What follows belongs to an exercise in optimizing a design on an open flow for small area, a short achievable clock period and few clock cycles per item; a production flow would make more cautious choices.
At most, simulation tests tie the RTL to the original design; equivalence was not proved.
Power figures rest on the tool's default switching activity, not on a simulated workload.

==> flow/design.v (excerpt) <==
module bicubic_resizer (
   input  logic        i_clk,
   input  logic        i_rstn,
   input  logic [31:0] i_s_data,               
   input  logic        i_s_valid,
   output logic        o_s_ready,
   output resizer_pkg::pixel_t      o_m_data,
   output logic        o_m_valid,
   output logic        o_m_eol,
   output logic        o_m_eof,
   input  logic        i_m_ready
);
   logic [23:0] in_pix;
   logic        in_v;
   logic [23:0] r0 [8];
   logic [23:0] r1 [8];
   logic [23:0] r2 [8];
   logic [2:0] x;           
   logic [2:0] r;           
   logic [2:0] vc;          
   logic       fl;          
   logic       prev;        
   logic       prow5;       
   logic       tpend;       
   logic       tis5;        
   logic       sk_v;        
   logic       adv;         
   assign adv = ~sk_v;
   logic       pending;
   logic       st_norm, st_fl, st_any;
   logic [2:0] c;           
   logic       vstep;       
   logic       tonly;       
   logic       vrow5;
   logic       first;
   assign pending = prev | tpend;
   assign st_norm = adv & ~fl & in_v;
   assign st_fl   = adv & (fl | (~in_v & pending));
   assign st_any  = st_norm | st_fl;
   assign first   = ~fl;
   assign c       = fl ? vc : x;
   assign vstep   = st_norm ? ((r >= 3'd2) | prev) : prev;
   assign tonly   = st_fl & ~prev & tpend & (c < 3'd2);
   assign vrow5   = prev & prow5;
   function automatic logic [4:0] tap_sel(input logic pv, input logic p5, input logic [2:0] rr,
                                          input logic lt);
      logic t, b4, b5a, b5b;
      t   = ~pv & (rr == 3'd2);
      b4  = pv & ~p5;
  ...
export LEC_CHECK = 0
export CAP_MARGIN = 20
export CORE_MARGIN = 2
export CORE_UTILIZATION = 40
export SETUP_SLACK_MARGIN = 4
export SLEW_MARGIN = 20
create_clock -name core_clock -period 8.0 [get_ports {i_clk}]
run.sh (not shown) runs the stock make flow with config.mk's settings and CLKGATE_MAP_FILE= SYNTH_SCRIPT=/design/flow/synth_recipe.tcl, a recipe that flattens the netlist after the stock synthesis.
The starting point finished with timing, DRC and antenna clean.
Then changed:
Settings changed: SETUP_SLACK_MARGIN 4 to 5.
Combinational power goes up by a few percent. Flip-flop and latch count does not change. Worst hold slack got worse by 0.0069 ns.
No run of this note included a check of the RTL's function; only the layout flow was run.

---

Another version of the RTL of bicubic_resizer (not shown whole).
Size: roughly 64 I/O pins.
Settings: LEC_CHECK=0, ABC_AREA=1, CAP_MARGIN=20, CORE_MARGIN=2, CORE_UTILIZATION=40, CTS_CLUSTER_DIAMETER=100, CTS_CLUSTER_SIZE=28, SETUP_SLACK_MARGIN=5, SLEW_MARGIN=20; clock period 8.0 ns.
The starting point produced a clean layout.
Testbench counts at the start, summed over its fixed seeds: cycles 3,248, pixels 3,072.
Next try:
- CTS_CLUSTER_DIAMETER: 100 -> 80
- CTS_CLUSTER_SIZE: 28 -> 24
Outcome:
- global-route usage hardly moves
- routed wire length fell by 0.69%
- design area went up by 0.33%
- die area stays the same
- power increases by 1.6%
- worst hold slack degrades by 5.9 ps
- synthesized cell count does not change

---

== juniper ==
Another version of the RTL of bicubic_resizer (not shown whole).
Size: about 4100 cells after synthesis, ~64 I/O pins, ~47000 sq um of cells after synthesis.
make LEC_CHECK=0 ABC_AREA=1 CAP_MARGIN=20 CORE_MARGIN=2 CORE_UTILIZATION=40 CTS_CLUSTER_DIAMETER=100 CTS_CLUSTER_SIZE=28 SETUP_SLACK_MARGIN=5 SLEW_MARGIN=20 finish   # period 8.0 ns
Input-level comparison between fjord and juniper:
# juniper
export LEC_CHECK = 0
export ABC_AREA = 1
export CAP_MARGIN = 20
export CORE_MARGIN = 2
export CORE_UTILIZATION = 40
export CTS_CLUSTER_DIAMETER = 100
export CTS_CLUSTER_SIZE = 28
export SETUP_SLACK_MARGIN = 5
export SLEW_MARGIN = 20
create_clock -name core_clock -period 8.0 [get_ports {i_clk}]
# fjord
export LEC_CHECK = 0
export ABC_AREA = 1
export CAP_MARGIN = 20
export CORE_MARGIN = 2
export CORE_UTILIZATION = 40
export CTS_CLUSTER_DIAMETER = 80
export CTS_CLUSTER_SIZE = 24
export SETUP_SLACK_MARGIN = 5
export SLEW_MARGIN = 20
create_clock -name core_clock -period 8.0 [get_ports {i_clk}]
Findings:
Area added between synthesis and finish: fjord and juniper compared, higher one is fjord. fjord against juniper; clock buffer count in the final layout is up by more than 10%. Summary of fjord over juniper: delay of the slowest critical-path stage up 0.12 ns, final area went up by 330 sq um, clock network latency to the later pin of the worst-skew pair rose 0.04 ns. From juniper to fjord, flip-flop and latch count did not move at all. Setup WNS juniper -> fjord: worse. Relative to juniper, fjord degrades global-route wire length before repair. fjord and juniper ended up with roughly the same global-route met1 utilization. Looking at end point of the critical path, the q1[1][14]$_DFFE_PP_ result is from juniper; the q1[0][17]$_DFFE_PP_ one comes from fjord. juniper has a higher relative contribution of sequential cells to total power than fjord.
No functional check of the RTL was part of any run of this note.

---

== the previous run ==
bicubic_resizer, a different RTL version from the one above (not shown whole).
Size: about 64 I/O pins, about 0.045 mm2 of cells after synthesis.
export LEC_CHECK = 0
export ABC_AREA = 1
export CAP_MARGIN = 20
export CORE_MARGIN = 2
export CORE_UTILIZATION = 40
export CTS_CLUSTER_DIAMETER = 100
export CTS_CLUSTER_SIZE = 28
export SETUP_SLACK_MARGIN = 5
export SLEW_MARGIN = 20
create_clock -name core_clock -period 8.0 [get_ports {i_clk}]
What the current run does differently from the previous run at the input level:
Settings: CTS_CLUSTER_DIAMETER: 100 -> 80; CTS_CLUSTER_SIZE: 28 -> 24.
Results
The current run: no failed stages, no open violations at the end. Against the previous run, the current run comes in 1.1% higher on leakage component of the power. In the final reports, the cell area of the current run is larger than that of the previous run. In the metrics for the current run and the previous run, the one carrying the lower routed wire length is the previous run. The current run vs the previous run, clock skew after layout went down by 18 ps.
Function was not checked in any run of this note: the RTL went through the layout flow alone.

---

Another version of the RTL of bicubic_resizer (not shown whole).
Size in the first run: roughly 0.046 mm^2 of cells after synthesis.
Settings: LEC_CHECK=0, CAP_MARGIN=20, CORE_MARGIN=2, CORE_UTILIZATION=40, SETUP_SLACK_MARGIN=5, SLEW_MARGIN=20; clock period 8.0 ns.
The first run finished with timing, DRC and antenna clean.
Testbench counts at the start, summed over its fixed seeds: cycles 3,256, pixels 3,072.
Change:
- ABC_AREA: default -> 1
- CTS_CLUSTER_DIAMETER: default -> 100
- CTS_CLUSTER_SIZE: default -> 32
Result:
- design area goes down by 3.4%
- fmax came out higher by 15%
- routed wire length goes up by 1.9%
- total power shrinks by 1.2%
- register-to-register slack gets better by 0.45 ns
- clock power goes down by 45%
- global-route usage shrinks by 0.39 points
- synthesized cell count is higher by 20%
- worst hold slack is better by 0.0060 ns
- critical path depth does not change
- clock skew is about the same
Change:
- CTS_CLUSTER_DIAMETER: 100 -> default
- CTS_CLUSTER_SIZE: 32 -> default
The new run produced a clean layout. Total power goes up by 10%. Core utilization came out higher by 1.4 points. Wire length climbs by about 1.2%. Die area stays the same.
Change:
- CTS_CLUSTER_DIAMETER: default -> 80
- CTS_CLUSTER_SIZE: default -> 24
- TNS_END_PERCENT: default -> 0
The changed run produced a clean layout.
Routed wire length is about the same.
Global-route usage drops by 0.17 points.
Synthesized area does not change.
Design area drops by 4.2%.
Total power drops by 9.7%.
Setup slack got worse by 0.15 ns.
Worst hold slack got worse by 0.0048 ns.
Cell count drops by about 1.8%.
Change:
- CTS_CLUSTER_DIAMETER: 80 -> 50
- CTS_CLUSTER_SIZE: 24 -> 30
- TNS_END_PERCENT: 0 -> default
Outcome: The new run produced a clean layout. Synthesized area is unchanged. Global-route usage went up by 0.16 points. Core utilization went up by 2.3 points. Setup slack improved by 0.14 ns. Critical path depth went up by 2. Sequential share of layout area went down by 2.6 points. Via count went up by 1.3%. Cell count went up by 1.9%. Total power went up by 12%.
Change:
- CTS_CLUSTER_DIAMETER: 50 -> 80
- CTS_CLUSTER_SIZE: 30 -> 24
Result: Setup slack barely changes; register-to-register slack is about the same; maximum frequency barely changes; wire length hardly moves; clock-buffer cell count falls by 39; first-iteration DRC count climbs by 5.6%.

---

Another version of the RTL of bicubic_resizer (not shown whole).
Size in the first run: ~1000 flip-flops, about 64 I/O pins, ~48000 µm² of cells after synthesis.
make LEC_CHECK=0 CAP_MARGIN=20 CORE_MARGIN=2 CORE_UTILIZATION=65 PLACE_DENSITY=0.75 SETUP_SLACK_MARGIN=5 SLEW_MARGIN=20 finish   # period 8.0 ns
Rerun with:
--- a/flow/config.mk
+++ b/flow/config.mk
@@ -9,4 +9,3 @@
 export CORE_MARGIN = 2
-export CORE_UTILIZATION = 65
-export PLACE_DENSITY = 0.75
+export CORE_UTILIZATION = 40
 export SETUP_SLACK_MARGIN = 5
Result: Power is higher by a few percent. Worst setup slack gains 0.091 ns. Die area went up by well over a third. Clock power came out higher by a few percent. Maximum frequency is higher by a few percent. Clock skew stays flat. Cell area grows slightly.
No functional check of the RTL was part of any run of this note.

---

run a:
Another version of the RTL of bicubic_resizer (not shown whole).
Size: roughly 64 I/O pins, ~47000 µm² of cells after synthesis.
==> flow/config.mk <==
export PLATFORM = sky130hd
export DESIGN_NAME = bicubic_resizer
export DESIGN_NICKNAME = bicubic_resizer
export VERILOG_FILES = /design/flow/design.v
export SDC_FILE = /design/flow/constraint.sdc
export NUM_CORES = 4
export LEC_CHECK = 0
export ABC_AREA = 1
export CAP_MARGIN = 20
export CORE_MARGIN = 2
export CORE_UTILIZATION = 40
export CTS_CLUSTER_DIAMETER = 80
export CTS_CLUSTER_SIZE = 24
export SETUP_SLACK_MARGIN = 5
export SLEW_MARGIN = 20
==> flow/constraint.sdc <==
create_clock -name core_clock -period 8.0 [get_ports {i_clk}]
set_input_delay 1.6000 -clock core_clock [delete_from_list [all_inputs] [get_ports {i_clk}]]
set_output_delay 1.6000 -clock core_clock [all_outputs]
set_load 0.01 [all_outputs]
### run a -> run b
# run a
export LEC_CHECK = 0
export ABC_AREA = 1
export CAP_MARGIN = 20
export CORE_MARGIN = 2
export CORE_UTILIZATION = 40
export CTS_CLUSTER_DIAMETER = 80
export CTS_CLUSTER_SIZE = 24
export SETUP_SLACK_MARGIN = 5
export SLEW_MARGIN = 20
create_clock -name core_clock -period 8.0 [get_ports {i_clk}]
# run b
export LEC_CHECK = 0
export ABC_AREA = 1
export CAP_MARGIN = 20
export CORE_MARGIN = 2
export CORE_UTILIZATION = 40
export CTS_CLUSTER_DIAMETER = 100
export CTS_CLUSTER_SIZE = 32
export SETUP_SLACK_MARGIN = 5
export SLEW_MARGIN = 20
create_clock -name core_clock -period 8.0 [get_ports {i_clk}]
==> run summary <==
Diff run a -> run b | power density over cell area | decrease of 6.0 nW/µm²
In the metrics for run a and run b, the one carrying the lower transition time at the pin with the least slew margin is run a.
sky130_fd_sc_hd__fa_2 as the cell with the largest stage delay on the worst path was reported by run b, and sky130_fd_sc_hd__fa_1 by run a.
Number of DRC violations after detailed-routing iteration 0 is lower on run a
Part of the power in the clock network, run a and run b: higher on run a
Run b vs run a: internal power contribution down by a few percent
No functional check of the RTL was part of any run of this note.

---

## the baseline
Another version of the RTL of bicubic_resizer (not shown whole).
For scale: ~3,700 cells after synthesis, roughly 940 flip-flops, ~64 I/O pins, roughly 0.045 mm^2 of cells after synthesis.
clock: 8.0 ns
lec_check: 0
abc_area: 1
cap_margin: 20
core_margin: 2
core_utilization: 40
cts_cluster_diameter: 80
cts_cluster_size: 24
setup_slack_margin: 5
slew_margin: 20
The baseline | stages: all done | timing, DRC, antenna: all pass
Modified inputs, the candidate compared to the baseline
Settings: CTS_CLUSTER_DIAMETER changed from 80 to 100; CTS_CLUSTER_SIZE changed from 24 to 28.
## What came out
Having completed the whole flow, the candidate delivered a layout that passed the timing, design-rule and antenna checks. Against the baseline, the candidate comes in 0.7 points higher on part of the power in registers. The baseline → the candidate: worst slack on hold paths essentially unchanged, fmax has decreased, overall power after layout decreased by 280 uW relative to the old numbers, maximum ir drop on the vdd rail shows an increase of 2.9%, utilization of the core after routing went down 0.37 points. Per the comparison of the candidate with the baseline, pin count of the biggest net entering global routing stayed essentially flat, final critical-path setup slack fell by 0.095 ns, wire length of the first global-routing pass stayed essentially flat, insertion delay of the later-clocked pin in the worst-skew pair fell by 0.03 ns.
Function was not checked in any run of this note: the RTL went through the layout flow alone.

## what the ideal ports hide
How much do the figures lean on ideal ports? The routed layouts below were timed once more, with nothing changed but the port constraints.
Step 1 assumes that a clkbuf_16 drives the clock port and a buf_2 every other input.
Step 2, shift: input delay + t, output delay - t, t = (earliest + latest rising clock arrival at the registers) / 2. This alone moves slack from input paths to output paths.
Slacks: ideal ports / drivers / drivers and shift; pairs: ideal ports / drivers.
run	shift t [ns]	setup slack, ns	hold WS [ns]	cell pins on the clock port's net
the first run of note 1	0.740	4.260 / 4.260 / 4.260	0.410 / 0.410 / 0.410	1
the second run of note 1	0.738	4.746 / 4.746 / 4.692	0.403 / 0.403 / 0.403	1
the first run of note 2	0.707	5.065 / 5.040 / 4.573	0.414 / 0.414 / 0.414	1
the second run of note 2	0.714	5.089 / 5.021 / 4.539	0.408 / 0.408 / 0.408	1
juniper	0.688	5.042 / 5.030 / 4.669	0.398 / 0.398 / 0.398	1
fjord	0.740	4.966 / 4.966 / 4.704	0.406 / 0.406 / 0.406	1
the previous run	0.696	5.005 / 5.005 / 4.629	0.412 / 0.412 / 0.412	1
the current run	0.714	5.052 / 5.018 / 4.622	0.410 / 0.410 / 0.410	1
the first run of note 5	0.734	4.548 / 4.548 / 4.548	0.409 / 0.409 / 0.409	1
the second run of note 5	0.708	5.000 / 5.000 / 4.784	0.415 / 0.415 / 0.415	1
the third run of note 5	0.732	4.993 / 4.993 / 4.757	0.402 / 0.402 / 0.402	1
the fourth run of note 5	0.759	4.843 / 4.802 / 4.758	0.397 / 0.397 / 0.397	1
the fifth run of note 5	0.742	4.986 / 4.986 / 4.767	0.411 / 0.411 / 0.411	1
the sixth run of note 5	0.748	4.986 / 4.986 / 4.785	0.406 / 0.406 / 0.406	1
the first run of note 6	0.704	4.694 / 4.694 / 4.694	0.403 / 0.403 / 0.403	1
the second run of note 6	0.754	4.785 / 4.785 / 4.652	0.401 / 0.401 / 0.401	1
run a	0.702	4.948 / 4.948 / 4.818	0.417 / 0.417 / 0.417	1
run b	0.689	5.058 / 5.045 / 4.840	0.416 / 0.416 / 0.416	1
the baseline	0.718	4.986 / 4.986 / 4.636	0.415 / 0.415 / 0.415	1
the candidate	0.690	4.890 / 4.890 / 4.612	0.417 / 0.417 / 0.417	1
After both steps every run listed still meets setup and hold. The setup slack of the second run of note 2, which loses most, moves by -0.068 ns with the drivers and by -0.550 ns with both steps.
